From an optimization exercise on the open Yosys and OpenROAD flow, aimed at small area and a short achievable clock period; shortcuts taken in it are not production practice. The RTL was checked by simulation tests, not by an equivalence proof against the original design. Power figures rest on the tool's default switching activity, not on a simulated workload.

==> ember: inputs <==
==> flow/design.v <==
module fault_mem_cfg #(
  parameter int DATA_WIDTH = 8,
  parameter int ADDR_WIDTH = 4,
  parameter int CAPACITY   = 16,
  parameter int NUM_FAULTS = 4,
  parameter int IDX_WIDTH  = 2,
  parameter int BIT_WIDTH  = 3
) (
  input  logic                  clk,
  input  logic                  rst,
  input  logic                  write_read,
  input  logic [ADDR_WIDTH-1:0] address,
  input  logic [DATA_WIDTH-1:0] wdata,
  output logic [DATA_WIDTH-1:0] rdata,
  input  logic                  cfg_we,
  input  logic [IDX_WIDTH-1:0]  cfg_idx,
  input  logic [2:0]            cfg_type,
  input  logic [ADDR_WIDTH-1:0] cfg_vaddr,
  input  logic [BIT_WIDTH-1:0]  cfg_vbit,
  input  logic [ADDR_WIDTH-1:0] cfg_aaddr,
  input  logic [BIT_WIDTH-1:0]  cfg_abit,
  output logic                  fault_hit
);
  localparam int NF = 4;
  localparam int NW = 16;
  localparam int DW = 8;
  logic [NF-1:0][2:0] type_q;
  logic [NF-1:0][3:0] vaddr_q;
  logic [NF-1:0][2:0] vbit_q;
  logic [NF-1:0][3:0] aaddr_q;
  logic [NF-1:0][2:0] abit_q;
  logic       ld_q;
  logic [1:0] ldi_q;
  logic [3:0] ld_vaddr_q, ld_aaddr_q;
  logic [2:0] ld_vbit_q, ld_abit_q;
  logic [NF-1:0] flip_q, flip_d;
  logic       pc_q, pc_d;
  logic [3:0] pcw_q;
  logic [2:0] pcb_q;
  logic [NF-1:0] cvv_q, cup_q, cdn_q, cag_q;
  logic [NF-1:0] cvv_d, cup_d, cdn_d, cag_d;
  logic [NW-1:0][DW-1:0] mem_q;
  logic [NW-1:0][DW-1:0] mem_d;
  logic [NW-1:0][DW-1:0] golden_q;
  logic [NW-1:0][DW-1:0] golden_d;
  logic [DW-1:0] wdata1_q;
  logic [DW-1:0] rdata1_q;
  logic [DW-1:0] rdata1_d;
  logic [DW-1:0] rdata_q;
  logic          fhw_q;           
  logic          fhw_d;
  logic [DW-1:0] fhr_q;           
  logic [DW-1:0] fhr_d;
  assign rdata     = rdata_q;
  assign fault_hit = fhw_q | (|fhr_q);
  logic [NF-1:0][NW-1:0] vw1h;    
  logic [NF-1:0][DW-1:0] vb1h;    
  logic [NF-1:0][DW-1:0] ab1h;    
  logic [NF-1:0][3:0]    nu, nd;  
  logic [NF-1:0]         wdv;     
  logic [NF-1:0]         wda;     
  logic [NF-1:0][NF-1:0] beq;     
  logic [NF-1:0][NF-1:0] same;    
  logic [NF-1:0][NF-1:0] rup;     
  logic [NF-1:0][NF-1:0] rdn;     
  logic [NF-1:0][NF-1:0] rag;     
  logic [NF-1:0][NF-1:0] aeq;     
  logic [NF-1:0]         d;       
  logic [NF-1:0]         sa_on;   
  logic [NF-1:0]         sa_val;  
  logic [NF-1:0]         tog;     
  logic [NF-1:0]         cfs;     
  logic [NF-1:0]         hcf;     
  logic [NF-1:0]         e;       
  logic [NF-1:0]         first;   
  always_comb begin
    for (int i = 0; i < NF; i++) begin
      for (int w = 0; w < NW; w++) vw1h[i][w] = (vaddr_q[i] == 4'(w));
      for (int b = 0; b < DW; b++) vb1h[i][b] = (vbit_q[i] == 3'(b));
      nu[i]  = vaddr_q[i] + 4'd1;
      nd[i]  = vaddr_q[i] - 4'd1;
      for (int b = 0; b < DW; b++) ab1h[i][b] = (abit_q[i] == 3'(b));
      wdv[i] = |(wdata1_q & vb1h[i]);
      wda[i] = |(wdata1_q & ab1h[i]);
    end
    for (int i = 0; i < NF; i++) begin
      beq[i][i]  = 1'b1;
      same[i][i] = 1'b1;
      rup[i][i]  = 1'b0;
      rdn[i][i]  = 1'b0;
      for (int j = i + 1; j < NF; j++) begin
        beq[i][j]  = (vbit_q[j] == vbit_q[i]);
        beq[j][i]  = beq[i][j];
        same[i][j] = (vaddr_q[j] == vaddr_q[i]) && beq[i][j];
        same[j][i] = same[i][j];
        aeq[i][j]  = (aaddr_q[j] == aaddr_q[i]);
      end
    end
    for (int i = 0; i < NF; i++) begin
      for (int j = 0; j < NF; j++) begin
        if (j != i) begin
          rup[i][j] = (vaddr_q[j] == nu[i]) && beq[i][j];
          rdn[j][i] = rup[i][j];
        end
        rag[i][j] = (vaddr_q[j] == aaddr_q[i]) && (vbit_q[j] == abit_q[i]);
      end
    end
  end
  logic [NF-1:0] vv, up, dn, ag;
  always_comb begin
    logic [NW-1:0] lv1h, la1h;
    logic [DW-1:0] lb1h, lab1h;
    logic [NW-1:0] lcv, lca;
    logic          lvv, lup, ldn, lag;
    for (int w = 0; w < NW; w++) begin
      lv1h[w] = (ld_vaddr_q == 4'(w));
      la1h[w] = (ld_aaddr_q == 4'(w));
    end
    for (int b = 0; b < DW; b++) begin
      lb1h[b]  = (ld_vbit_q == 3'(b));
      lab1h[b] = (ld_abit_q == 3'(b));
    end
    for (int w = 0; w < NW; w++) begin
      lcv[w] = |(mem_q[w] & lb1h);
      lca[w] = |(mem_q[w] & lab1h);
    end
    lvv = |(lcv & lv1h) ^ (^(flip_q & same[ldi_q])) ^
          (pc_q && (pcw_q == ld_vaddr_q) && (pcb_q == ld_vbit_q));
    lup = |(lcv & {lv1h[NW-2:0], lv1h[NW-1]}) ^ (^(flip_q & rup[ldi_q])) ^
          (pc_q && (pcw_q == ld_vaddr_q + 4'd1) && (pcb_q == ld_vbit_q));
    ldn = |(lcv & {lv1h[0], lv1h[NW-1:1]}) ^ (^(flip_q & rdn[ldi_q])) ^
          (pc_q && (pcw_q == ld_vaddr_q - 4'd1) && (pcb_q == ld_vbit_q));
    lag = |(lca & la1h) ^ (^(flip_q & rag[ldi_q])) ^
          (pc_q && (pcw_q == ld_aaddr_q) && (pcb_q == ld_abit_q));
    for (int i = 0; i < NF; i++) begin
      if (ld_q && (ldi_q == 2'(i))) begin
        vv[i] = lvv; up[i] = lup; dn[i] = ldn; ag[i] = lag;
      end else begin
        vv[i] = cvv_q[i]; up[i] = cup_q[i]; dn[i] = cdn_q[i]; ag[i] = cag_q[i];
      end
    end
  end
  always_comb begin
    for (int i = 0; i < NF; i++) begin
      logic v;
      v         = wdv[i];
      sa_on[i]  = 1'b0;
      sa_val[i] = 1'b0;
      for (int j = 0; j < NF; j++) begin
        if (same[i][j]) begin
          case (type_q[j])
            3'd1: begin v = 1'b0; sa_on[i] = 1'b1; sa_val[i] = 1'b0; end
            3'd2: begin v = 1'b1; sa_on[i] = 1'b1; sa_val[i] = 1'b1; end
            3'd3: if (!vv[j] && wdv[i]) v = 1'b0;
            3'd4: if (vv[j] && !wdv[i]) v = 1'b1;
            3'd7: if (up[j] && !dn[j]) v = 1'b0;
            default: ;
          endcase
        end
      end
      d[i]   = v ^ wdv[i];
      tog[i] = (type_q[i] == 3'd5) || (wda[i] ^ vv[i]);
      cfs[i] = ((type_q[i] == 3'd5) || (type_q[i] == 3'd6)) &&
               !(vaddr_q[i] == aaddr_q[i]) && (ag[i] ^ wda[i]);
      hcf[i] = cfs[i] && tog[i];
    end
    for (int i = 0; i < NF; i++) begin
      first[i] = 1'b1;
      for (int j = 0; j < i; j++) if (same[i][j]) first[i] = 1'b0;
    end
    for (int i = 0; i < NF; i++) begin
      e[i] = hcf[i];
      for (int j = i + 1; j < NF; j++)
        if (same[i][j] && cfs[j] && aeq[i][j]) e[i] = 1'b0;
    end
  end
  logic          wr_op;
  logic          rd_op;
  logic [NW-1:0] wsel;
  logic [DW-1:0] r0;
  logic [DW-1:0] ga;
  logic [NF-1:0] vm, am, um, dm;
  logic [NF-1:0] etog;
  logic [DW-1:0] ovr;
  logic [DW-1:0] setb;
  logic [NF-1:0] fn;
  logic          wr_hit;
  logic [DW-1:0] fl;
  logic [NF-1:0] cs;
  logic [DW-1:0] rsel;
  logic [DW-1:0] rval;
  logic [NW-1:0] cw;
  logic [DW-1:0] cb;
  always_comb begin
    wr_op = write_read && !rst;
    rd_op = !write_read && !rst;
    for (int w = 0; w < NW; w++) wsel[w] = (address == 4'(w));
    for (int b = 0; b < DW; b++) begin
      logic [NW-1:0] mcol, gcol;
      for (int w = 0; w < NW; w++) begin
        mcol[w] = mem_q[w][b];
        gcol[w] = golden_q[w][b];
      end
      r0[b] = |(wsel & mcol);
      ga[b] = |(wsel & gcol);
    end
    for (int i = 0; i < NF; i++) begin
      vm[i]   = (vaddr_q[i] == address);
      am[i]   = (aaddr_q[i] == address);
      um[i]   = (nu[i] == address);
      dm[i]   = (nd[i] == address);
      etog[i] = wr_op && am[i] && e[i];
    end
    for (int b = 0; b < DW; b++) begin
      ovr[b]  = 1'b0;
      setb[b] = 1'b0;
      for (int i = 0; i < NF; i++) begin
        ovr[b]  = ovr[b]  | (vm[i] & vb1h[i][b] & sa_on[i]);
        setb[b] = setb[b] | (vm[i] & vb1h[i][b] & sa_on[i] & sa_val[i]);
      end
    end
    for (int b = 0; b < DW; b++) begin
      fl[b] = pc_q && (pcw_q == address) && (pcb_q == 3'(b));
      for (int i = 0; i < NF; i++) fl[b] = fl[b] ^ (vm[i] & vb1h[i][b] & flip_q[i]);
    end
    for (int i = 0; i < NF; i++) begin
      cs[i] = cfg_we && !rst && (cfg_idx == 2'(i));
      fn[i] = (wr_op && vm[i]) ? (d[i] & first[i]) : (flip_q[i] ^ etog[i]);
      flip_d[i] = cs[i] ? 1'b0 : fn[i];
    end
    pc_d = |(cs & fn);
    wr_hit = |(vm & d) || |(am & hcf);
    for (int w = 0; w < NW; w++) cw[w] = pc_q && (pcw_q == 4'(w));
    for (int b = 0; b < DW; b++) cb[b] = (pcb_q == 3'(b));
    for (int w = 0; w < NW; w++) begin
      for (int b = 0; b < DW; b++) begin
        mem_d[w][b] = (wr_op && wsel[w]) ? wdata1_q[b] : (mem_q[w][b] ^ (cw[w] & cb[b]));
      end
      golden_d[w] = (wr_op && wsel[w]) ? wdata1_q : golden_q[w];
    end
    for (int i = 0; i < NF; i++) begin
      logic tv, tu, tn, ta, cu, cn, ca;
      tv = 1'b0; tu = 1'b0; tn = 1'b0; ta = 1'b0;
      cu = 1'b0; cn = 1'b0; ca = 1'b0;
      for (int j = 0; j < NF; j++) begin
        tv = tv | (same[i][j] & etog[j]);
        tu = tu | (rup[i][j] & etog[j]);
        tn = tn | (rdn[i][j] & etog[j]);
        ta = ta | (rag[i][j] & etog[j]);
        cu = cu | (rup[i][j] & d[j]);
        cn = cn | (rdn[i][j] & d[j]);
        ca = ca | (rag[i][j] & d[j]);
      end
      cvv_d[i] = (wr_op && vm[i]) ? (wdv[i] ^ d[i]) : (vv[i] ^ tv);
      cup_d[i] = (wr_op && um[i]) ? (wdv[i] ^ cu)   : (up[i] ^ tu);
      cdn_d[i] = (wr_op && dm[i]) ? (wdv[i] ^ cn)   : (dn[i] ^ tn);
      cag_d[i] = (wr_op && am[i]) ? (wda[i] ^ ca)   : (ag[i] ^ ta);
    end
    for (int b = 0; b < DW; b++) begin
      rsel[b] = rd_op && !ovr[b];
      rval[b] = ovr[b] ? setb[b] : (r0[b] ^ fl[b]);
    end
    rdata1_d = rd_op ? rval : rdata1_q;
    fhw_d = wr_op && wr_hit;
    fhr_d = (rsel & (r0 ^ ga ^ fl)) | ({DW{rd_op}} & ovr & (setb ^ ga));
  end
  always_ff @(posedge clk) begin
    if (rst) begin
      wdata1_q    <= '0;
      rdata1_q    <= '0;
      rdata_q     <= '0;
      fhw_q       <= 1'b0;
      fhr_q       <= '0;
      type_q      <= '0;
      ld_q        <= 1'b0;
      pc_q        <= 1'b0;
    end else begin
      wdata1_q    <= wdata;
      rdata1_q    <= rdata1_d;
      rdata_q     <= rdata1_q;
      fhw_q       <= fhw_d;
      fhr_q       <= fhr_d;
      ld_q        <= cfg_we;
      pc_q        <= pc_d;
      if (cfg_we) begin
        type_q[cfg_idx]  <= cfg_type;
        vaddr_q[cfg_idx] <= cfg_vaddr;
        vbit_q[cfg_idx]  <= cfg_vbit;
        aaddr_q[cfg_idx] <= cfg_aaddr;
        abit_q[cfg_idx]  <= cfg_abit;
      end
    end
  end
  always_ff @(posedge clk) begin
    mem_q    <= mem_d;
    golden_q <= golden_d;
    ldi_q      <= cfg_idx;
    ld_vaddr_q <= cfg_vaddr;
    ld_vbit_q  <= cfg_vbit;
    ld_aaddr_q <= cfg_aaddr;
    ld_abit_q  <= cfg_abit;
    flip_q   <= flip_d;
    pcw_q    <= vaddr_q[cfg_idx];
    pcb_q    <= vbit_q[cfg_idx];
    cvv_q    <= cvv_d;
    cup_q    <= cup_d;
    cdn_q    <= cdn_d;
    cag_q    <= cag_d;
  end
endmodule
==> flow/flow/run.sh <==
#!/bin/bash
# Layout flow: the standard ORFS flow with two changes.
#  1. Technology mapping uses an area-oriented ABC script (flow/area.abc) in
#     place of ORFS's delay-oriented one. Everything else in synthesis is the
#     standard script, so the registers are the standard synthesis's.
#  2. repair_timing aims for a setup slack of SETUP_MARGIN ns, so paths far
#     shorter than the clock period are still tightened.
set -euo pipefail
SETUP_MARGIN=${SETUP_MARGIN:-17}
here=$(pwd)
rm -rf "$here/orfs_scripts"
cp -r "$FLOW_HOME/scripts" "$here/orfs_scripts"
cp "$here/flow/area.abc" "$here/orfs_scripts/abc_speed.script"
bash standard.sh SCRIPTS_DIR="$here/orfs_scripts" SETUP_SLACK_MARGIN=$SETUP_MARGIN finish > standard_flow.log 2>&1
==> flow/flow/area.abc <==
strash
&get -n
&dch -f
&nf -R 1000 -p
&put
==> flow/standard.sh <==
#!/bin/bash
# synth_recipe.tcl (not shown) runs the flow's synth.tcl, then flattens the netlist and writes it again
# the make line also repeats each setting of config.mk as NAME=value (left out here)
make -C /OpenROAD-flow-scripts/flow DESIGN_CONFIG=/design/flow/config.mk WORK_HOME=/design/flow/orfs CLKGATE_MAP_FILE= SYNTH_SCRIPT=/design/flow/synth_recipe.tcl "${@:-finish}"
==> flow/config.mk <==
export PLATFORM = sky130hd
export DESIGN_NAME = fault_mem_cfg
export DESIGN_NICKNAME = fault_mem_cfg
export VERILOG_FILES = /design/flow/design.v
export SDC_FILE = /design/flow/constraint.sdc
export NUM_CORES = 4
export LEC_CHECK = 0
export CAP_MARGIN = 20
export CELL_PAD_IN_SITES_DETAIL_PLACEMENT = 2
export CELL_PAD_IN_SITES_GLOBAL_PLACEMENT = 4
export CORE_MARGIN = 2
export CORE_UTILIZATION = 25
export CTS_BUF_LIST = sky130_fd_sc_hd__clkbuf_16
export CTS_CLUSTER_DIAMETER = 150
export CTS_CLUSTER_SIZE = 20
export PLACE_DENSITY = 0.35
export SLEW_MARGIN = 20
==> flow/constraint.sdc <==
create_clock -name core_clock -period 24.0 [get_ports {clk}]
set_input_delay 4.8000 -clock core_clock [delete_from_list [all_inputs] [get_ports {clk}]]
set_output_delay 4.8000 -clock core_clock [all_outputs]
set_load 0.01 [all_outputs]
==> willow: changes against ember <==
==> flow/config.mk (replaced) <==
export PLATFORM = sky130hd
export DESIGN_NAME = fault_mem_cfg
export DESIGN_NICKNAME = fault_mem_cfg
export VERILOG_FILES = /design/flow/design.v
export SDC_FILE = /design/flow/constraint.sdc
export NUM_CORES = 4
export LEC_CHECK = 0
export CAP_MARGIN = 20
export CELL_PAD_IN_SITES_DETAIL_PLACEMENT = 1
export CELL_PAD_IN_SITES_GLOBAL_PLACEMENT = 3
export CORE_MARGIN = 2
export CORE_UTILIZATION = 35
export CTS_BUF_LIST = sky130_fd_sc_hd__clkbuf_16
export CTS_CLUSTER_DIAMETER = 150
export CTS_CLUSTER_SIZE = 18
export PLACE_DENSITY = 0.45
export SLEW_MARGIN = 20
==> comparison table <==
metric                                                       ember        willow
Status                                    timing/DRC/antenna clean  timing/DRC/antenna clean
Grt met3 use                                                 2.02%         3.69%
Total iterations of the first detailed-routing run               6            11
Clock period minus worst slack                             6.89 ns       6.91 ns
Filler cells                                                11,400         8,502
Multi-input logic area                                16,100 sq um  16,100 sq um
Row cnt                                                        117            99
Number of cells after detailed placement                     4,391         3,964
Power drawn by the combinational cells                      495 uW        463 uW
Clock buffer and inverter area fraction after layout         2.43%         2.51%
Well Taps                                                    1,368           959
Switching part of the total power                            38.8%         37.3%
Setup slack of the critical path after layout             17.11 ns      17.09 ns

## static timing again, ports no longer ideal
No port has a modelled driver above. Below, the same layouts with a new extraction and two added sets of constraints. Step 1: set_driving_cell puts a clkbuf_16 on clk and a buf_2 on each other input, an assumption about the parent block. Step 2 moves the port delays by t, midway between the first and last clock arrival at a register: inputs arrive t later, outputs are due t later. That takes back most of the time a late clock gives input paths. a / b / c = ideal ports / drivers / drivers and shift; a / b = the first two.
run	t, ns	slack for setup (ns)	clock arrival spread, ns
ember	0.718	17.113 / 17.007 / 16.289	0.032 / 0.032
willow	0.689	17.088 / 17.088 / 16.449	0.027 / 0.027
After both steps every run listed still meets setup and hold. The setup slack of ember, which loses most, moves by -0.106 ns with the drivers and by -0.824 ns with both steps.
